What follows belongs to an exercise in optimizing a design on an open flow for small area; a production flow would make more cautious choices. No run shown here included a check of the RTL's function; only the layout flow was run. Power is estimated from default activity; no workload was simulated.

`design.v`:
```
package pifo_geom_pkg;
    localparam int NUM_RINGS = 28;
    localparam int RING_LEN  = 3;
    localparam int NUM_SLOTS = NUM_RINGS * RING_LEN;    
    localparam int CAPACITY  = 84;
    localparam int OCC_W     = 7;
endpackage
package pifo_node_pkg;
    localparam int PRIO_W  = 12;
    localparam int TAG_W   = 4;                  
    localparam int ENTRY_W = TAG_W + PRIO_W;     
    localparam int HALF_W  = 8;
    localparam int WIN_W   = 6;
    localparam logic [2*HALF_W-1:0] INV_MASK = 16'hA8A8;
    localparam logic [ENTRY_W-1:0] EMPTY_ENTRY = 16'h0FFF;
endpackage
`timescale 1ns/10ps
module pifo_min_select
(
    input  logic i_cand,
    input  logic i_bit_n,
    input  logic i_z_n,
    output logic o_t_n,
    output logic o_cand_n
);
    assign o_t_n    = ~(i_cand & i_bit_n);
    assign o_cand_n = ~(i_cand & (i_bit_n | i_z_n));
endmodule
`timescale 1ns/10ps
module pifo_level_engine
(
    input  logic i_cand_n,
    input  logic i_bit,
    input  logic i_z,
    output logic o_t,
    output logic o_cand
);
    assign o_t    = ~(i_cand_n | i_bit);
    assign o_cand = ~(i_cand_n | (i_bit & i_z));
endmodule
`timescale 1ns/10ps
import pifo_geom_pkg::*;
import pifo_node_pkg::*;
module pifo_top
(
    input  logic               i_clk,
    input  logic               i_arst_n,
    input  logic               i_push,
    input  logic [ENTRY_W-1:0] i_push_data,
    input  logic               i_pop,
    output logic               o_pop_valid,
    output logic [ENTRY_W-1:0] o_pop_data
);
    localparam int NS = NUM_SLOTS;
    logic [2*HALF_W-1:0] slot_q [NS];    
    logic [NS-1:0]       valid_q;
    logic [NS-1:0]       cand_q;         
    logic [ENTRY_W-1:0]  pend_q;         
    logic                pend_v_q;
    logic                pend_c_q;       
    logic                pcmp_q;         
    logic [PRIO_W-1:0]   min_prio_q;
    logic [OCC_W-1:0]    occ_q;
    logic                phase_q;
    logic                pop_q;          
    logic                empty_q;        
    logic                wait_q;         
    logic                run2_q;         
    logic push_acc;
    logic pop_cmd;
    assign push_acc = i_push && !i_pop && (occ_q != OCC_W'(CAPACITY));
    assign pop_cmd  = i_pop && !i_push;
    always_ff @(posedge i_clk or negedge i_arst_n) begin
        if (!i_arst_n) begin
            occ_q       <= '0;
            pop_q       <= 1'b0;
            o_pop_valid <= 1'b0;
            pcmp_q      <= 1'b0;
            phase_q     <= 1'b0;
            wait_q      <= 1'b0;
            run2_q      <= 1'b0;
        end else begin
            if (push_acc) begin
                occ_q <= occ_q + 1'b1;
            end else if (pop_cmd && occ_q != '0) begin
                occ_q <= occ_q - 1'b1;
            end
            pop_q       <= pop_cmd;
            o_pop_valid <= pop_q;
            pcmp_q      <= push_acc;
            phase_q     <= !phase_q;
            wait_q      <= pop_q && phase_q;
            run2_q      <= search_start;
        end
    end
    always_ff @(posedge i_clk) begin
        empty_q <= (occ_q == '0);
        if (push_acc) begin
            pend_q <= i_push_data;
        end
    end
    logic [NUM_RINGS-1:0] ring_ins;
    logic                 ins_any;
    logic                 new_min;
    logic [2*HALF_W-1:0]  pend_word;
    always_comb begin
        logic taken;
        taken = 1'b0;
        for (int r = 0; r < NUM_RINGS; r++) begin
            ring_ins[r] = pend_v_q && !valid_q[r*RING_LEN + RING_LEN-1] && !taken;
            taken       = taken || !valid_q[r*RING_LEN + RING_LEN-1];
        end
        ins_any = pend_v_q && taken;
    end
    assign new_min = pcmp_q && (pend_q[PRIO_W-1:0] < min_prio_q);
    assign pend_word = INV_MASK ^ (phase_q ?
        {pend_q[11:6], pend_q[15:14], pend_q[5:0], pend_q[13:12]} :
        {pend_q[5:0], pend_q[13:12], pend_q[11:6], pend_q[15:14]});
    always_ff @(posedge i_clk or negedge i_arst_n) begin
        if (!i_arst_n) begin
            pend_v_q <= 1'b0;
        end else begin
            pend_v_q <= push_acc || (pend_v_q && !ins_any);
        end
    end
    always_ff @(posedge i_clk) begin
        if (pcmp_q) begin
            pend_c_q <= new_min;
        end
    end
    logic              search_start;
    logic              searching;
    logic [NS-1:0]     c_stage [WIN_W+1];
    logic [WIN_W-1:0]  z;
    logic [NS-1:0]     s_res;
    logic [NS-1:0]     s_keep;
    assign search_start = !phase_q && (pop_q || wait_q);
    assign searching    = search_start || run2_q;
    logic [NS-1:0] t_st [WIN_W];
    always_comb begin
        for (int s = 0; s < NS; s++) begin
            c_stage[WIN_W][s] = search_start ? (valid_q[s] && !cand_q[s]) : cand_q[s];
        end
    end
    for (genvar j = 0; j < WIN_W; j++) begin : g_stage
        if (j % 2 == 1) begin : g_a
            assign z[j] = searching && !(&t_st[j]);
            for (genvar s = 0; s < NS; s++) begin : g_slot
                pifo_min_select u_bit (
                    .i_cand   (c_stage[j+1][s]),
                    .i_bit_n  (slot_q[s][2*HALF_W-WIN_W+j]),
                    .i_z_n    (!z[j]),
                    .o_t_n    (t_st[j][s]),
                    .o_cand_n (c_stage[j][s])
                );
            end
        end else begin : g_b
            assign z[j] = searching && (|t_st[j]);
            for (genvar s = 0; s < NS; s++) begin : g_slot
                pifo_level_engine u_bit (
                    .i_cand_n (c_stage[j+1][s]),
                    .i_bit    (slot_q[s][2*HALF_W-WIN_W+j]),
                    .i_z      (z[j]),
                    .o_t      (t_st[j][s]),
                    .o_cand   (c_stage[j][s])
                );
            end
        end
    end
    assign s_res = c_stage[0];
    localparam int GRP = 12;
    localparam int NG  = NS / GRP;
    logic [NG-1:0] g_any;
    always_comb begin
        logic seen;
        for (int g = 0; g < NG; g++) begin
            g_any[g] = |s_res[g*GRP +: GRP];
        end
        seen = 1'b0;
        for (int g = 0; g < NG; g++) begin
            logic in_seen;
            in_seen = seen;
            for (int i = 0; i < GRP; i++) begin
                s_keep[g*GRP+i] = !(run2_q && in_seen) && !new_min;
                in_seen         = in_seen || s_res[g*GRP+i];
            end
            seen = seen || g_any[g];
        end
    end
    always_ff @(posedge i_clk or negedge i_arst_n) begin
        if (!i_arst_n) begin
            min_prio_q <= '1;
        end else begin
            if (search_start) begin
                min_prio_q[11:6] <= ~z;
            end else if (run2_q) begin
                min_prio_q[5:0] <= ~z;
            end else if (new_min) begin
                min_prio_q <= pend_q[PRIO_W-1:0];
            end
        end
    end
    always_ff @(posedge i_clk or negedge i_arst_n) begin
        if (!i_arst_n) begin
            valid_q <= '0;
        end else begin
            for (int r = 0; r < NUM_RINGS; r++) begin
                for (int k = 0; k < RING_LEN; k++) begin
                    int s, src;
                    s   = r*RING_LEN + k;
                    src = (k == 0) ? r*RING_LEN + RING_LEN-1 : s - 1;
                    if (k == 0 && ring_ins[r]) begin
                        valid_q[s] <= 1'b1;
                    end else begin
                        valid_q[s] <= valid_q[src] && !(pop_q && cand_q[src]);
                    end
                end
            end
        end
    end
    always_ff @(posedge i_clk) begin
        for (int r = 0; r < NUM_RINGS; r++) begin
            for (int k = 0; k < RING_LEN; k++) begin
                int s, src;
                s   = r*RING_LEN + k;
                src = (k == 0) ? r*RING_LEN + RING_LEN-1 : s - 1;
                if (k == 0 && ring_ins[r]) begin
                    slot_q[s] <= pend_word;
                    cand_q[s] <= pcmp_q ? new_min : pend_c_q;
                end else begin
                    slot_q[s] <= {slot_q[src][HALF_W-1:0], slot_q[src][2*HALF_W-1:HALF_W]};
                    cand_q[s] <= s_res[src] && s_keep[src];
                end
            end
        end
    end
    logic [1:0] tag_up;
    logic [1:0] tag_lo;
    always_comb begin
        tag_up = '0;
        tag_lo = '0;
        for (int s = 0; s < NS; s++) begin
            tag_up = tag_up | ({2{cand_q[s]}} & slot_q[s][HALF_W+1:HALF_W]);
            tag_lo = tag_lo | ({2{cand_q[s]}} & slot_q[s][1:0]);
        end
    end
    always_ff @(posedge i_clk) begin
        if (pop_q) begin
            if (empty_q) begin
                o_pop_data <= EMPTY_ENTRY;
            end else begin
                o_pop_data <= {(phase_q ? {tag_lo, tag_up} : {tag_up, tag_lo}), min_prio_q};
            end
        end
    end
endmodule
```
`config.mk`:
```
export PLATFORM = sky130hd
export DESIGN_NAME = pifo_top
export DESIGN_NICKNAME = pifo_top
export VERILOG_FILES = /design/flow/design.v
export SDC_FILE = /design/flow/constraint.sdc
export NUM_CORES = 4
export LEC_CHECK = 0
export ABC_AREA = 1
export CAP_MARGIN = 20
export CORE_MARGIN = 2
export CORE_UTILIZATION = 65
export CTS_BUF_LIST = sky130_fd_sc_hd__clkbuf_4 sky130_fd_sc_hd__clkbuf_8
export SLEW_MARGIN = 20
export SYNTH_HIERARCHICAL = 1
export SYNTH_MINIMUM_KEEP_SIZE = 0
```
`run.sh`:
```
#!/bin/bash
# synth_recipe.tcl (not shown) runs the flow's synth.tcl, then flattens the netlist and writes it again
# the make line also repeats each setting of config.mk as NAME=value (left out here)
make -C /OpenROAD-flow-scripts/flow DESIGN_CONFIG=/design/flow/config.mk WORK_HOME=/design/flow/orfs CLKGATE_MAP_FILE= SYNTH_SCRIPT=/design/flow/synth_recipe.tcl finish
```
`constraint.sdc`:
```
create_clock -name core_clock -period 12.0 [get_ports {i_clk}]
set_input_delay 2.4000 -clock core_clock [delete_from_list [all_inputs] [get_ports {i_clk}]]
set_output_delay 2.4000 -clock core_clock [all_outputs]
set_load 0.01 [all_outputs]
```
==> summary.md, run 1 <==
| Metric | Value |
|---|---|
| Final Wtd Congestion | a little over 0.9 |
| Cell area after layout | roughly 66000 sq um |
| First-pass GRT wire length | ~240 mm |
| Gr usage total | around two fifths |
| Final Hold Fails | 0 |
| Final worst setup slack | -1.84 ns |
| Syn. warnings | roughly 510 |
| Fin util | a little under nine tenths |
| Post-synthesis cell count | 5254 |
| Root Buffer | clkbuf_8 |
| Worst R2R Path Depth | 84 |
| CTS tree | built |
| Post-synthesis mux area share | 0.102% |
| Share of synthesized registers carrying an async set or reset | 7.00% |
| Most common cell after layout, fill and taps aside | dfxtp_1 |
| Total gr overflow | 0 |
| Ports | 37 |
| Worst slew pin tran | about 1.1 ns |
| Core ar. | around 77000 sq um |
| Min Clock Period, post-route | 13.84 ns |
| Die area | about 80000 sq um |
| Max Freq | 0.0723 GHz |
| Critical R2R Capture | cand_q[63] |
| Starting Density | between 60% and 70% |
| CTS clk-pin slew, worst paths | about 0.060 ns |
| CP delay by family, top | simple AND/OR/NAND/NOR gates |
| Sequential area share after synthesis | 64.1% |
| Area of the mapped netlist | between 50000 and 60000 sq um |
| Post-synthesis cell type count | 53 |
| CP max FO | 14 |
| Share of layout cells above drive strength 1 | a little under 30% |
| Post-synth EDFFs | 32 |
| CTS Buffer Depth | 3 |
| Post-synthesis compound-gate area fraction | 15.9% |
| Router iterations before antenna repair | 6 |
| FF-to-FF setup slack | -1.84 ns |
| Slew HR | between 20% and 30% |
| Most frequent cells in the layout | dfxtp_1, nand2_1, buf_4, o21ai_0, clkbuf_8 |
| Top_reg_cell synth | dfxtp_1 |
| R2r startpoint | pop_q |
| GR Util met1 | a little over half |
| Via count | about 44000 |
| Post-Synth XOR/XNOR Area | 0.0694% |
| WL/cell | between 20 and 25 um |
| Met2 usage | 61.8% |
| Max-slew violation count | 0 |
| Hold Path Sink | slot_q[3][44] |
| Post-placement setup slack | -2.86 ns |
| Dpl hpwl | 104 mm |
| Final nets | a little over 6000 |
| Leak Pwr | between 20 and 30 nW |
| Cell Pwr Density | 208 nW/um^2 |
| Crit path top cell by count | buf_12 |
| Max VDD drop | ~0.00018 V |
| H-tree depth | 4 |
| CTS Sinks | approximately 1600 |
| Max-cap violations | 0 |
| Critical Path End Type | flop |
| Crit path kind | reg2reg |
| Vias per Instance | roughly 6 |
| Hold Crit Depth | 0 |
| CTS Buf Count | ~220 |
| Simple-gate share of the synthesized area | roughly 16% |
| Critical path arrival | 14.60 ns |
| Post-route ant nets | 0 |
| Worst path bufs/invs | 31 |
| Clk Latency, worst-skew pair | approximately 0.90 ns |
| Syn Area/Cell | about 9.6 sq um |
| Layout area overhead | 31.4% |
| Initial antenna violation count | 5 |
| Seq cells post-synth | between 1500 and 2000 |
| GR Util met3 | around 8% |
| Largest net degree at the start of global routing | 76 |
| Status | complete, but fails checks |
| Worst Path Required | 12.76 ns |
| Combinational family with the most area after synthesis | simple AND/OR/NAND/NOR gates |
| Layout check failures | setup timing |
| Gr busiest metal | met2 |
| Hold-fix buffers at CTS | 0 |
| Final setup viols | between 80 and 90 |
| Delay of the slowest critical-path stage | approximately 0.54 ns |
| Skew final | 0.0524 ns |
| Slowest cell on the critical path | nand4_1 |
| Vias in the first global route | between 40000 and 50000 |
| Post-Synth Adder-Cell Area | less than 1% |
| DRC | 0 |
| DP Area | 57500 sq um |
| Min-delay src | slot_q[3][20] |
| Crit share post-route | 115% |
| Startpoint types | flop |
| Row count | between 100 and 150 |
| Chip Height | about 280 um |
| Die X | roughly 280 um |
| RSZ-0062 raised after global routing | true |
| Hold Slack | 0.306 ns |
| WL final | 169 mm |
| Port bufs | 36 |
| DRT iter0 DRCs | ~5000 |
| Syn nets | approximately 5300 |
| Hold WC Path Type | reg2reg |
cell usage after synthesis (2+ instances only):
| master | n | area share [%] |
|---|---|---|
| nand2_2 | 7 | 0.087 |
| a211oi_1 | 9 | 0.13 |
| or2_2 | 7 | 0.087 |
| a21oi_2 | 252 | 4.4 |
| dfxtp_1 | 1430 | 57 |
| nor2_1 | 360 | 2.7 |
| o22ai_1 | 10 | 0.12 |
| nor2_4 | 2 | 0.045 |
| a21boi_0 | 57 | 0.85 |
| nor4_1 | 94 | 1.2 |
| dfrtp_1 | 98 | 4.9 |
| nor3_2 | 2 | 0.040 |
| nor3b_1 | 4 | 0.059 |
| ha_1 | 16 | 0.40 |
| edfxtp_1 | 32 | 1.9 |
| nand4_2 | 2 | 0.050 |
| nand4_1 | 139 | 1.7 |
| a2111oi_0 | 12 | 0.21 |
| inv_2 | 9 | 0.067 |
| o21ai_1 | 332 | 3.3 |
| o2111ai_1 | 5 | 0.087 |
| buf_1 | 7 | 0.052 |
| or3_1 | 2 | 0.025 |
| nor2_2 | 5 | 0.062 |
| inv_1 | 214 | 1.6 |
| clkbuf_1 | 142 | 1.1 |
| nand3b_1 | 10 | 0.15 |
| nor3_1 | 18 | 0.18 |
| o211ai_1 | 20 | 0.30 |
| a22o_1 | 21 | 0.36 |
| a21oi_1 | 49 | 0.49 |
| nand4_4 | 2 | 0.084 |
| nand3_1 | 157 | 1.6 |
| nand2_1 | 1117 | 8.3 |
| mux2i_1 | 4 | 0.079 |
| buf_6 | 3 | 0.067 |
| o21ai_0 | 548 | 5.4 |
| a221oi_1 | 9 | 0.16 |
| xor2_1 | 3 | 0.052 |
| o31ai_1 | 3 | 0.045 |
| buf_2 | 18 | 0.18 |
| dfstp_2 | 12 | 0.62 |
per-module statistics from Yosys (local to each module, per instance):
module	flops+latches	cells
pifo_min_select	0	2
pifo_top	1572	4246
pifo_level_engine	0	2
report_power, final:
| group | switching (W) | internal, W | total [W] |
|---|---|---|---|
| registers | 0.000213 | 0.00563 | 0.00584 |
| logic | 0.00199 | 0.00139 | 0.00338 |
| clock network | 0.00206 | 0.00251 | 0.00457 |
through the flow:
stage / std cells / total power (W) / setup TNS [ns]
floorplan: 5254 / 0.00698 / -167.39
global placement: 6901 / 0.00820 / -160.63
detailed placement: 6902 / 0.00826 / -189.55
CTS: 7364 / 0.0133 / -62.19
global route: 7411 / 0.0142 / -142.55
finish: 7413 / 0.0138 / -130.51
worst max-delay path by stage:
stage / start / endpoint / slack [ns] / depth (start not counted)
floorplan: phase_q / cand_q[45] / -2.25 / 68
CTS: pop_q / cand_q[82] / -1.04 / 81
detailed placement: pop_q / cand_q[82] / -2.86 / 76
global route: pop_q / cand_q[63] / -2.00 / 86
finish: pop_q / cand_q[63] / -1.84 / 84
global placement: pop_q / cand_q[82] / -2.48 / 76
kinds of logic after synthesis:
group                    after synthesis
AND/OR/NAND/NOR                     1932
flip-flops                          1572
XOR/XNOR                               4
adder cells (fa/ha/maj)               17
AO/OA/AOI/OAI                       1328
multiplexers                           5
buffers and inverters                396
layout make-up:
class / instances / area, sq um
antenna: 3 / 7.51
clock buffer: 371 / 4690
clock inverter: 34 / 338
fill: 4151 / 10900
inverter: 225 / 873
multi-input combinational: 3286 / 18800
sequential: 1572 / 32400
tap: 1040 / 1300
timing repair buffer: 881 / 7950
timing repair inverter: 1 / 11.3
worst register-to-register path, delay by kind of cell (launching register included):
kind	cells	cell delay, ns
simple gates	40	6.34
compound gates	13	2.43
flops	1	0.42
buf+inv	31	4.54
sequential cells by signal (all words and copies together) (netlist names), 7 cells and up:
register and count:
cand_q 84, min_prio_q 12, o_pop_data 16, occ_q 7, pend_q 16, slot_q 1344, valid_q 84
what timing repair did:
item,CTS,global route
endpoints found under the setup margin,86,86
cloned,17,12
resized for setup,234,281
pin swaps,20,145
endpoints found under the hold margin,0,0
buffers inserted,40,40
metal layers:
metal,vias to the layer above,share of wire [%]
li1,19800,-
met1,21000,40
met2,2256,45
met3,618,9.4
met4,2,6.5
met5,-,0.0089
==> run 2, diff against run 1 <==
--- a/config.mk
+++ b/config.mk
@@ -8,8 +8,7 @@
 export ABC_AREA = 1
 export CAP_MARGIN = 20
 export CORE_MARGIN = 2
-export CORE_UTILIZATION = 65
-export CTS_BUF_LIST = sky130_fd_sc_hd__clkbuf_4 sky130_fd_sc_hd__clkbuf_8
+export CORE_UTILIZATION = 40
 export SLEW_MARGIN = 20
 export SYNTH_HIERARCHICAL = 1
 export SYNTH_MINIMUM_KEEP_SIZE = 0
==> run 2 against run 1 <==
Still fails the layout checks on setup timing. Total power up 5.0%. Via count decreased by 5.3%. Final cell count grew 7.5%. Critical path type unchanged. Core utilization shrank 31 points. Sequential power barely moved. Clock skew down 0.017 ns.
==> summary.md, run 2 <==
| Metric | Value |
|---|---|
| Critical R2R Capture | cand_q[33] |
| Post-synthesis cell count | ~5300 |
| Core ar. | 125000 sq um |
| Router iterations before antenna repair | 6 |
| Critical path startpoint | pop_q |
| Row count | between 100 and 150 |
| CTS clk-pin slew, worst paths | approximately 0.070 ns |
| Critical path capture point | cand_q[33] |
| CTS Sinks | around 1600 |
| Share of layout cells above drive strength 1 | approximately 29% |
| Comb pwr share | ~25% |
| Crit path top cell by count | nand4_1 |
| Hold Crit Depth | 0 |
| Ports | 37 |
| Yosys top cell area share | 56.7% |
| Syn. warnings | about 510 |
| Max-slew violation count | 0 |
| First-pass GRT wire length | ~240 mm |
| Crit path kind | reg2reg |
| Syn nets | between 5000 and 6000 |
| Clk pwr share | 34.7% |
| Skew final | about 0.035 ns |
| Chip Height | between 300 and 400 um |
| Final nets | 6222 |
| Post-synth EDFFs | 32 |
| Post-placement setup slack | -3.35 ns |
| Net Sw Power | roughly 0.0044 W |
| Min Clock Period, post-route | 13.73 ns |
| Top_reg_cell synth | dfxtp_1 |
| Root Buffer | clkbuf_16 |
| Status | complete, but fails checks |
| Largest net degree at the start of global routing | 76 |
| Share of synthesized registers carrying an async set or reset | ~7.0% |
| Filler cells | approximately 11000 |
| Delay of the slowest critical-path stage | about 0.49 ns |
| Vias in the first global route | ~40000 |
| CTS Buffer Depth | 3 |
| R2r startpoint | pop_q |
| Hold WC Path Type | reg2reg |
| Syn Area/Cell | approximately 9.6 sq um |
| Seq cells post-synth | between 1500 and 2000 |
| Sw Ratio | a little under a third |
| DP Area | roughly 59000 sq um |
| Biggest register | slot_q |
| Post-route ant nets | 0 |
| Top-count cell post-synth | dfxtp_1 |
| Gr usage total | approximately a quarter |
| Worst slew pin tran | 1.14 ns |
| Final worst setup slack | -1.73 ns |
| Via count | a little over 40000 |
| Dpl hpwl | 108 mm |
| Layout check failures | setup timing |
| Most common library cells after synthesis | dfxtp_1, nand2_1, o21ai_0 |
| Layout area overhead | 35.4% |
| Cell Pwr Density | 212 nW/um^2 |
| WL final | between 150 and 200 mm |
| CTS tree | built |
| Most common cell after layout, fill and taps aside | dfxtp_1 |
| Vias per Instance | 5.18 |
| FF-to-FF setup slack | -1.73 ns |
| DRT iter0 DRCs | roughly 3400 |
| Slowest cell on the critical path | nand4_1 |
| Max VDD drop | between 0.00015 and 0.0002 V |
| Max-cap violations | 0 |
| CTS Buf Count | 153 |
| Die X | approximately 360 um |
| Final Hold Fails | 0 |
| Clk Latency, worst-skew pair | roughly 0.79 ns |
| Area of the mapped netlist | about 50000 sq um |
| Hold Slack | roughly 0.31 ns |
| Post-synth top area cell | dfxtp_1 |
| Startpoint types | flop |
| Final Wtd Congestion | roughly 0.9 |
| Cells after DPL | 7562 |
| Max reg flops | around 1300 |
| Post-route insts no fill | between 7000 and 8000 |
| Top flop regs | slot_q (1344), cand_q (84), valid_q (84) |
| Cell area after layout | approximately 70000 sq um |
| Post-synthesis cell type count | between 50 and 60 |
| Max Freq | 0.0728 GHz |
| Critical Path End Type | flop |
| Critical path arrival | 14.37 ns |
| Worst Path Required | around 13 ns |
| DRC | 0 |
| Slew HR | 22.1% |
| Synth area leaders | dfxtp_1, nand2_1, o21ai_0, dfrtp_1, a21oi_2 |
| Worst R2R Path Depth | between 80 and 90 |
| RSZ-0062 raised after global routing | true |
| WL/cell | 20.7 um |
| Die area | around 130000 sq um |
| Most frequent cells in the layout | dfxtp_1, nand2_1, buf_4, o21ai_0, nor2_1 |
| Sequential area share after synthesis | between 60% and 70% |
| Crit share post-route | 114% |
| Sequential share of power | approximately two fifths |
| Leak Pwr | approximately 28 nW |
| P_int | between 0.01 and 0.015 W |
| CP max FO | 8 |
| Total gr overflow | 0 |
| Port bufs | 36 |
| Final setup viols | 86 |
| H-tree depth | 4 |
| Initial antenna violation count | 10 |
| Starting Density | 40.2% |
run 2: final cells by class:
cell class	instances	area [sq um]	share of cell area [%]
flip-flops and latches	1572	32400	47.4
multi-input cells	3286	19100	28.0
repair buffers	945	8520	12.5
clock buffers	219	4460	6.53
well taps	1650	2060	3.02
inverters	225	895	1.31
clock inverters	66	880	1.29
repair inverters	2	17.5	0.0256
diodes	2	5.00	0.00733
run 2: modules after synthesis, one instance, submodules excluded:
module	copies in the design	cells inside	area (sq um)	flip-flops and latches
pifo_min_select	252	2	8.76	0
pifo_level_engine	252	2	12.5	0
pifo_top	1	4246	45100	1572
run 2: cell families after synthesis:
| family | Yosys count | synth area share, % |
|---|---|---|
| compound gates | 1328 | 15.9 |
| fa+ha+maj | 17 | 0.436 |
| simple gates | 1932 | 16.4 |
| buf+inv | 396 | 3.05 |
| mux | 5 | 0.102 |
| xor+xnor | 4 | 0.0694 |
| flops | 1572 | 64.1 |
run 2: what timing repair did:
item,4_1_cts,5_1_grt
endpoints found under the hold margin,0,0
gates cloned,13,18
gates resized for setup,185,423
setup endpoints to repair,86,86
hold buffers,0,0
pin swaps,46,147
setup buffers,40,57
run 2: stage by stage:
stage,TNS [ns],total power (W),utilization [%]
after global routing,-144.11,0.0150,54.5
after detailed placement,-254.41,0.00835,46.9
after global placement,-239.95,0.00832,46.8
final,-118.62,0.0145,54.5
after floorplan,-167.39,0.00698,-
after CTS,-97.57,0.0138,52.5
run 2: worst min path at each step:
stage	startpoint	to	slack, ns
after floorplan	slot_q[0][98]	slot_q[0][122]	0.31
after global placement	slot_q[4][183]	slot_q[4][207]	0.31
after detailed placement	slot_q[0][2]	slot_q[0][26]	0.31
after CTS	slot_q[1][151]	slot_q[1][175]	0.31
after global routing	slot_q[5][38]	slot_q[5][62]	0.32
final	slot_q[3][50]	slot_q[3][74]	0.31
run 2: critical path, delay by kind of cell (launching register included):
kind | cells | cell delay (ns)
DFF | 1 | 0.42
buffers and inverters | 26 | 4.28
AOI/OAI and AO/OA | 15 | 2.09
and+or+nand+nor | 41 | 6.68
run 2: power by group through the flow:
| stage | Clock (W) | Sequential, W | Combinational, W |
|---|---|---|---|
| finish | 0.00503 | 0.00584 | 0.00361 |
| floorplan | 0 | 0.00588 | 0.00110 |
| global placement | 0 | 0.00594 | 0.00238 |
| CTS | 0.00509 | 0.00584 | 0.00288 |
| global route | 0.00531 | 0.00588 | 0.00377 |
| detailed placement | 0 | 0.00594 | 0.00241 |
run 2: per-layer routing:
layer | GRT usage (%) | vias to the layer above | share of wire [%]
met5 | 0 | - | 0.016
met4 | 7.45 | 4 | 3.2
met3 | 3.70 | 309 | 6.0
met2 | 39.6 | 1225 | 47
met1 | 32.3 | 20000 | 44
li1 | - | 19700 | -
==> run 3, diff against run 2 <==
--- a/design.v
+++ b/design.v
@@ -89,7 +89,7 @@
             o_pop_valid <= pop_q;
             pcmp_q      <= push_acc;
             phase_q     <= !phase_q;
-            wait_q      <= pop_q && phase_q;
+            wait_q      <= pop_q && phase_q && !multi;
             run2_q      <= search_start;
         end
     end
@@ -133,8 +133,7 @@
     logic [NS-1:0]     c_stage [WIN_W+1];
     logic [WIN_W-1:0]  z;
     logic [NS-1:0]     s_res;
-    logic [NS-1:0]     s_keep;
-    assign search_start = !phase_q && (pop_q || wait_q);
+    assign search_start = !phase_q && ((pop_q && !multi) || wait_q);
     assign searching    = search_start || run2_q;
     logic [NS-1:0] t_st [WIN_W];
     always_comb begin
@@ -170,23 +169,26 @@
     assign s_res = c_stage[0];
     localparam int GRP = 12;
     localparam int NG  = NS / GRP;
-    logic [NG-1:0] g_any;
+    logic [NS-1:0] seen_before;
+    logic [NS-1:0] first;
+    logic          multi;
+    logic          multi_pop;
     always_comb begin
         logic seen;
-        for (int g = 0; g < NG; g++) begin
-            g_any[g] = |s_res[g*GRP +: GRP];
-        end
         seen = 1'b0;
         for (int g = 0; g < NG; g++) begin
             logic in_seen;
             in_seen = seen;
             for (int i = 0; i < GRP; i++) begin
-                s_keep[g*GRP+i] = !(run2_q && in_seen) && !new_min;
-                in_seen         = in_seen || s_res[g*GRP+i];
-            end
-            seen = seen || g_any[g];
-        end
-    end
+                seen_before[g*GRP+i] = in_seen;
+                in_seen              = in_seen || cand_q[g*GRP+i];
+            end
+            seen = seen || (|cand_q[g*GRP +: GRP]);
+        end
+        first = cand_q & ~seen_before;
+        multi = |(cand_q & seen_before);
+    end
+    assign multi_pop = pop_q && multi;
     always_ff @(posedge i_clk or negedge i_arst_n) begin
         if (!i_arst_n) begin
             min_prio_q <= '1;
@@ -212,7 +214,7 @@
                     if (k == 0 && ring_ins[r]) begin
                         valid_q[s] <= 1'b1;
                     end else begin
-                        valid_q[s] <= valid_q[src] && !(pop_q && cand_q[src]);
+                        valid_q[s] <= valid_q[src] && !(pop_q && first[src]);
                     end
                 end
             end
@@ -229,7 +231,7 @@
                     cand_q[s] <= pcmp_q ? new_min : pend_c_q;
                 end else begin
                     slot_q[s] <= {slot_q[src][HALF_W-1:0], slot_q[src][2*HALF_W-1:HALF_W]};
-                    cand_q[s] <= s_res[src] && s_keep[src];
+                    cand_q[s] <= multi_pop ? (cand_q[src] && seen_before[src]) : (s_res[src] && !new_min);
                 end
             end
         end
@@ -240,8 +242,8 @@
         tag_up = '0;
         tag_lo = '0;
         for (int s = 0; s < NS; s++) begin
-            tag_up = tag_up | ({2{cand_q[s]}} & slot_q[s][HALF_W+1:HALF_W]);
-            tag_lo = tag_lo | ({2{cand_q[s]}} & slot_q[s][1:0]);
+            tag_up = tag_up | ({2{first[s]}} & slot_q[s][HALF_W+1:HALF_W]);
+            tag_lo = tag_lo | ({2{first[s]}} & slot_q[s][1:0]);
         end
     end
     always_ff @(posedge i_clk) begin
==> run 3 against run 2 <==
Still fails the layout checks on setup timing. Register-to-register slack got worse by 1.4 ns. Die area grew 5.6%. Clock skew is 0.012 ns higher. Cell area increased by 1.7%. Total power is 1.7% lower. Via count grew 8.4%. Global-route usage grew 1.9 points. Largest cell class unchanged. Hold slack lost 0.015 ns. Sequential share of layout area fell by 0.78 points. First-iteration DRC count is 20% higher.
==> summary.md, run 3 <==
| Metric | Value |
|---|---|
| Status | complete, but fails checks |
| Layout check failures | setup timing |
| DRT iter0 DRCs | roughly 4000 |
| Critical Path End Type | flop |
| Final Hold Fails | 0 |
| CTS Buf Count | between 150 and 200 |
| Area of the mapped netlist | about 53000 sq um |
| GR Util met1 | a little over a third |
| Cell area after layout | 69500 sq um |
| Root Buffer | clkbuf_16 |
| DP Area | 62600 sq um |
| GR Util met3 | roughly 3.8% |
| Yosys top cell area share | 53.7% |
| CTS tree | built |
| Dpl hpwl | 128 mm |
| Fin Setup TNS | -261.62 ns |
| Crit share post-route | 126% |
| Most common cell after layout, fill and taps aside | nand2_1 |
| Total gr overflow | 0 |
| Min Clock Period, post-route | ~15 ns |
| Top_reg_cell synth | dfxtp_1 |
| Max reg flops | approximately 1300 |
| Ant. Diodes | 0 |
| Leak Pwr | about 29 nW |
| Die area | 136000 sq um |
| Sequential share of power | 42.2% |
| Max-cap violations | 0 |
| Chip Height | 369 um |
| Hold-fix buffers at CTS | 0 |
| Post-synth top area cell | dfxtp_1 |
| Ports | 37 |
| Delay of the slowest critical-path stage | approximately 0.45 ns |
| Final Wtd Congestion | 0.959 |
| Skew final | 0.0472 ns |
| Most frequent cells in the layout | nand2_1, dfxtp_1, buf_4, o21ai_0, nor2_1 |
| Share of synthesized registers carrying an async set or reset | 7.00% |
| Share of layout cells above drive strength 1 | a little under a quarter |
| Router iterations before antenna repair | 6 |
| P_int | about 0.010 W |
| Post-synthesis cell count | 6007 |
| Die X | ~370 um |
| Crit path kind | reg2reg |
| Worst slew pin tran | roughly 1.1 ns |
| Post-synthesis cell type count | 52 |
| Top-count cell post-synth | nand2_1 |
| Synth area leaders | dfxtp_1, nand2_1, o21ai_0, dfrtp_1, a21oi_2 |
| Final worst setup slack | -3.15 ns |
| Syn. warnings | just over 500 |
| Port bufs | 36 |
| WL/cell | slightly above 20 um |
| CTS clk-pin slew, worst paths | about 0.07 ns |
| Met2 usage | between 40% and 50% |
| Final setup viols | 88 |
| Post-route ant nets | 0 |
| Largest net degree at the start of global routing | 69 |
| Post-synth EDFFs | 32 |
| Critical path arrival | around 16 ns |
| Most common library cells after synthesis | nand2_1, dfxtp_1, o21ai_0 |
| First-pass GRT wire length | approximately 270 mm |
| Total Power | between 0.01 and 0.015 W |
| Vias in the first global route | ~43000 |
| CP max FO | 37 |
| Clk Latency, worst-skew pair | approximately 0.80 ns |
| Sw Ratio | 28.4% |
| Core ar. | around 130000 sq um |
| Fin util | 52.6% |
| Biggest register | slot_q |
| Slowest cell on the critical path | nand4_1 |
| Seq cells post-synth | between 1500 and 2000 |
| Slew HR | about a quarter |
| Max Freq | about 0.066 GHz |
| Clk pwr share | ~37% |
| Max VDD drop | 0.000148 V |
| Vias per Instance | about 5.1 |
| H-tree depth | 4 |
| CTS Buffer Depth | 3 |
| Starting Density | 40.4% |
| Row count | ~130 |
| DRC | 0 |
| Via count | 44800 |
| Syn nets | about 6000 |
| RSZ-0062 raised after global routing | true |
| CTS Sinks | around 1600 |
| WL final | 178 mm |
| Net Sw Power | around 0.004 W |
| Syn Area/Cell | between 8 and 9 sq um |
| Top flop regs | slot_q (1344), cand_q (84), valid_q (84) |
| Gr busiest metal | met2 |
| Final nets | between 6000 and 7000 |
| Worst Path Required | approximately 13 ns |
| Max-slew violation count | 0 |
| Initial antenna violation count | 7 |
| Sequential area share after synthesis | about three fifths |
| Hold WC Path Type | reg2reg |
| Comb pwr share | 21.1% |
| Startpoint types | flop |
| Layout area overhead | 30.3% |
| Cell Pwr Density | about 200 nW/um^2 |
| Gr usage total | between 20% and 30% |
==> run 3: cell count changes in the layout (fill, tap and decap cells not counted), moves of 21 or more <==
cell / before / now
nand3_1: 136 / 198
a21oi_4: 71 / 1
a21oi_2: 182 / 252
buf_4: 786 / 884
a21boi_0: 57 / 17
inv_1: 197 / 331
nand2_1: 1086 / 1565
o21ai_2: 102 / 49
o21ai_4: 45 / 24
nor2_1: 307 / 485
o21ai_1: 291 / 337
buf_6: 39 / 14
o21ai_0: 442 / 489
==> run 3: final timing paths <==
path	slack (ns)	depth (start not counted)	endpoint	from
worst max-delay path	-3.15	87	cand_q[12]	cand_q[3]
worst min-delay path	0.30	0	slot_q[0][316]	slot_q[0][292]
worst max register to register	-3.15	87	cand_q[12]	cand_q[3]
worst min register to register	0.30	0	slot_q[0][316]	slot_q[0][292]
max in group asynchronous	9.12	2	valid_q[23]	i_arst_n
min in group asynchronous	1.63	1	valid_q[50]	i_arst_n
==> run 3: routing by layer <==
layer  wire, um  vias up
met5         13        -
met4       4900        2
met3      11100      295
met2      81200     1397
met1      81100    21300
li1           -    21800
==> run 3: cells by family (layout without fill, tap and decap cells) <==
family                     Yosys count  after routing  synth area share [%]
adders and majority gates           17             17                 0.413
buffers and inverters              525           1611                  3.97
muxes                                1              1                0.0211
AOI/OAI and AO/OA                 1265           1265                  14.1
xor gates and xnor gates             5              5                0.0821
and+or+nand+nor                   2622           2623                  20.7
DFF                               1572           1572                  60.7
==> run 3: worst max-delay path, delay by kind of cell, from the launching register on <==
family,cells,cell delay (ns)
AOI/OAI and AO/OA,12,1.91
DFF,1,0.32
and+or+nand+nor,55,9.28
buffers and inverters,20,3.28
==> run 3: layout make-up <==
type,instances,area (sq um)
fillers,11900,62500
flip-flops and latches,1572,32400
multi-input cells,3911,20000
repair buffers,977,8050
clock buffers,237,4770
well taps,1755,2200
inverters,337,1260
clock inverters,60,840
==> run 3: power groups by stage <==
| stage | Combinational (W) | Sequential [W] | Clock (W) |
|---|---|---|---|
| 4_1_cts | 0.00295 | 0.00601 | 0.00529 |
| 3_3_place_gp | 0.00282 | 0.00611 | 0 |
| 6_report | 0.00300 | 0.00601 | 0.00523 |
| 3_5_place_dp | 0.00284 | 0.00611 | 0 |
| 2_1_floorplan | 0.00133 | 0.00606 | 0 |
| 5_1_grt | 0.00328 | 0.00606 | 0.00550 |
==> run 3: Yosys stat by module, one instance, submodules excluded <==
module | copies in the design | flip-flops and latches | area (sq um)
pifo_top | 1 | 1572 | 48000
pifo_level_engine | 252 | 0 | 12.5
pifo_min_select | 252 | 0 | 8.76
==> run 3: stage by stage <==
stage | instances | hold slack [ns] | setup slack [ns]
after detailed placement | 8510 | 0.312 | -5.08
after global placement | 8509 | 0.310 | -5.02
after floorplan | 6007 | 0.310 | -2.89
final | 8849 | 0.300 | -3.15
after CTS | 8844 | 0.298 | -3.12
after global routing | 8849 | 0.319 | -3.78
==> run 3: what timing repair did <==
item,4_1_cts,5_1_grt
gates cloned,5,0
pin swaps,58,32
endpoints found under the setup margin,90,88
gates resized for setup,120,45
setup buffers,32,3

==> re-timing with driven ports <==
Ports are ideal in the flow. The routed layouts listed here were re-timed in OpenROAD. Step 1 (the two cells are an assumption about what drives the block):
set clk [get_ports {i_clk}]
set_driving_cell -lib_cell sky130_fd_sc_hd__clkbuf_16 $clk
set_driving_cell -lib_cell sky130_fd_sc_hd__buf_2 [delete_from_list [all_inputs] $clk]
Step 2 times the ports against the registers' clock, not the clock port: input delays grow and output delays shrink by t, the midpoint of the rising clock arrivals with the driver on. Slacks: ideal ports / drivers / drivers and shift; pairs: ideal ports / drivers.
run | shift t [ns] | setup WS [ns] | cell pins on the clock port's net
run 1 | 0.943 | -1.837 / -1.837 / -1.837 | 1
run 2 | 0.855 | -1.728 / -1.728 / -1.728 | 1
run 3 | 0.861 | -3.150 / -3.150 / -3.150 | 1
